From an optimization exercise on the open Yosys and OpenROAD flow, aimed at small area; shortcuts taken in it are not production practice. Where RTL was checked, it was by simulation tests only, not by an equivalence proof against the original. Power figures rest on the tool's default switching activity, not on a simulated workload.

Setup of tundra:
// trafficGenerator
module trafficGenerator
(
	input logic update,
	input logic rst,
	input logic moveTick,
	input logic [9:0] xCount,
	input logic [9:0] yCount,
	output logic [115-1:0] traffic
);
For scale: about 670 cells after synthesis, about 39 flip-flops, ~140 I/O pins.
Settings: LEC_CHECK=0, ABC_AREA=1, CAP_MARGIN=10, CORE_MARGIN=2, CORE_UTILIZATION=50, CTS_BUF_LIST=sky130_fd_sc_hd__clkbuf_8, CTS_CLUSTER_DIAMETER=200, CTS_CLUSTER_SIZE=50, SLEW_MARGIN=10; clock period 5.0 ns.
standard.sh (not shown) runs the stock make flow with config.mk's settings and CLKGATE_MAP_FILE= SYNTH_SCRIPT=/design/flow/synth_recipe.tcl, a recipe that flattens the netlist after the stock synthesis.
==> flow/flow/run.sh <==
#!/bin/bash
# The standard layout (as standard.sh runs it) with these changes:
#  - synthesis maps the logic with ABC's area script flow/area.abc (flow/synth.tcl),
#  - ports are buffered with sky130_fd_sc_hd__buf_1 instead of the flow's pick,
#  - after the floorplan, the constant outputs share one tie cell (flow/merge_ties.tcl).
# Each tool's output goes to a log here (make.log, merge_ties.log, write_def.log);
# ORFS's own logs stay under orfs/logs.
set -euo pipefail
W=$PWD
export AREA_ABC_SCRIPT=$W/flow/area.abc
export BUFFER_PORTS_ARGS="-buffer_cell sky130_fd_sc_hd__buf_1"
# one clock cluster, no dummy loads
export CTS_ARGS="-sink_clustering_enable -repair_clock_nets -buf_list sky130_fd_sc_hd__clkbuf_8 -sink_clustering_size 50 -sink_clustering_max_diameter 500 -dont_use_dummy_load"
R=$W/orfs/results/$FLOW_PLATFORM/trafficGenerator/base
orfs() {
  make -C "$FLOW_HOME" DESIGN_CONFIG="$W/config.mk" WORK_HOME="$W/orfs" CLKGATE_MAP_FILE= \
    SYNTH_SCRIPT="$W/flow/synth.tcl" "$@"
}
orfs floorplan > "$W/make_floorplan.log" 2>&1
TIE_ODB=$R/2_floorplan.odb openroad -no_init -exit "$W/flow/merge_ties.tcl" > "$W/merge_ties.log" 2>&1
orfs finish > "$W/make.log" 2>&1
: # left out here: write the final layout as DEF
Other scripts of this flow, unchanged in this note and not shown: flow/flow/area.abc, flow/flow/merge_ties.tcl, flow/flow/synth.tcl
The inputs of raven differ from those of tundra as listed below.
-- flow/design.v --
<<< tundra, line 17
	assign left = (yCount >= 10'd120 && yCount < 10'd224) || yCount >= 10'd320;
	logic [3:0] laneCode;
	always_comb
	begin
		laneCode = NONE;
		if (yCount > 10'd74 && yCount < 10'd91) laneCode = 4'd0;
		if (yCount > 10'd99 && yCount < 10'd116) laneCode = 4'd8;
		if (yCount > 10'd124 && yCount < 10'd141) laneCode = 4'd9;
		if (yCount > 10'd174 && yCount < 10'd191) laneCode = 4'd1;
		if (yCount > 10'd199 && yCount < 10'd216) laneCode = 4'd10;
		if (yCount > 10'd224 && yCount < 10'd241) laneCode = 4'd2;
		if (yCount > 10'd274 && yCount < 10'd291) laneCode = 4'd3;
		if (yCount > 10'd299 && yCount < 10'd316) laneCode = oddCar ? 4'd15 : 4'd14;
		if (yCount > 10'd324 && yCount < 10'd341) laneCode = 4'd4;
		if (yCount > 10'd349 && yCount < 10'd366) laneCode = 4'd11;
		if (yCount > 10'd399 && yCount < 10'd416) laneCode = 4'd12;
		if (yCount > 10'd424 && yCount < 10'd441) laneCode = 4'd5;
	end
	function automatic logic [10:0] fastAdd(input logic [10:0] a, input logic [10:0] b, input logic cin);
>>> raven, line 17
	assign left = (yCount >= 10'd120 && yCount < 10'd224) || yCount >= 10'd320;
	logic [3:0] laneCode;
	logic [11:0] inLane;
	assign inLane[0] = ((yCount[9:4] == 6'd4) && (yCount[3:0] >= 4'd11)) || ((yCount[9:4] == 6'd5) && (yCount[3:0] < 4'd11));
	assign inLane[1] = ((yCount[9:4] == 6'd6) && (yCount[3:0] >= 4'd4)) || ((yCount[9:4] == 6'd7) && (yCount[3:0] < 4'd4));
	assign inLane[2] = ((yCount[9:4] == 6'd7) && (yCount[3:0] >= 4'd13)) || ((yCount[9:4] == 6'd8) && (yCount[3:0] < 4'd13));
	assign inLane[3] = ((yCount[9:4] == 6'd10) && (yCount[3:0] >= 4'd15)) || ((yCount[9:4] == 6'd11) && (yCount[3:0] < 4'd15));
	assign inLane[4] = ((yCount[9:4] == 6'd12) && (yCount[3:0] >= 4'd8)) || ((yCount[9:4] == 6'd13) && (yCount[3:0] < 4'd8));
	assign inLane[5] = ((yCount[9:4] == 6'd14) && (yCount[3:0] >= 4'd1)) || ((yCount[9:4] == 6'd15) && (yCount[3:0] < 4'd1));
	assign inLane[6] = ((yCount[9:4] == 6'd17) && (yCount[3:0] >= 4'd3)) || ((yCount[9:4] == 6'd18) && (yCount[3:0] < 4'd3));
	assign inLane[7] = ((yCount[9:4] == 6'd18) && (yCount[3:0] >= 4'd12)) || ((yCount[9:4] == 6'd19) && (yCount[3:0] < 4'd12));
	assign inLane[8] = ((yCount[9:4] == 6'd20) && (yCount[3:0] >= 4'd5)) || ((yCount[9:4] == 6'd21) && (yCount[3:0] < 4'd5));
	assign inLane[9] = ((yCount[9:4] == 6'd21) && (yCount[3:0] >= 4'd14)) || ((yCount[9:4] == 6'd22) && (yCount[3:0] < 4'd14));
	assign inLane[10] = (yCount[9:4] == 6'd25);
	assign inLane[11] = ((yCount[9:4] == 6'd26) && (yCount[3:0] >= 4'd9)) || ((yCount[9:4] == 6'd27) && (yCount[3:0] < 4'd9));
	always_comb
	begin
		laneCode = (|inLane) ? 4'd0 : NONE;
		if (inLane[1]) laneCode = laneCode | 4'd8;
		if (inLane[2]) laneCode = laneCode | 4'd9;
		if (inLane[3]) laneCode = laneCode | 4'd1;
		if (inLane[4]) laneCode = laneCode | 4'd10;
		if (inLane[5]) laneCode = laneCode | 4'd2;
		if (inLane[6]) laneCode = laneCode | 4'd3;
		if (inLane[7]) laneCode = laneCode | (oddCar ? 4'd15 : 4'd14);
		if (inLane[8]) laneCode = laneCode | 4'd4;
		if (inLane[9]) laneCode = laneCode | 4'd11;
		if (inLane[10]) laneCode = laneCode | 4'd12;
		if (inLane[11]) laneCode = laneCode | 4'd5;
	end
	function automatic logic [10:0] fastAdd(input logic [10:0] a, input logic [10:0] b, input logic cin);
### Flow results
From tundra to raven the numbers moved as follows: share of the clock period used by the worst path increased by 0.16 points relative to the old numbers, core outline area higher. | clock slew at the register clock pins of the worst setup and hold paths | tundra vs raven | ≈ equal |. Delta (raven minus tundra): proportion of power drawn by the clock network about even, tightest slew margin relative to the limit rose 7.4 points. Re synthesized cell count: raven and tundra aren't equal, and the lower value belongs to tundra. Taking tundra as the reference, in raven final design utilization went down; leakage power of the design went down; final cell count went up. Total power: tundra vs raven, no meaningful difference. raven: number of cells traversed by the worst register-to-register path is 2 higher than what tundra reported. Against tundra, area after synthesis in raven rose slightly. Diff tundra -> raven: die area now larger; synthesis-to-layout area growth comparable.
No functional check of the RTL was part of raven.

[what the ideal ports hide]
The results above use ideal ports. As a check the final layouts listed here were re-extracted and re-timed, cells and wires unchanged.
Step 1 sets driving cells, clkbuf_16 on the clock port and buf_2 on the other inputs (assumed; they add their load-dependent delay and slew).
Step 2 adds t to the input delays and takes it off the output delays; t is the mean of the earliest and latest rising clock arrival at the registers after step 1. Input paths then give back, and output paths get back, about the clock's delay inside the block.
a / b / c = no drivers / after step 1 / after step 2; a / b = the first two.
| run | t (ns) | slack for setup (ns) | latest minus earliest clock arrival (ns) |
|---|---|---|---|
| tundra | 0.308 | 0.165 / 0.132 / 0.365 | 0.024 / 0.025 |
| raven | 0.315 | 0.157 / 0.125 / 0.440 | 0.008 / 0.007 |
After both steps setup and hold are still met in every run listed.
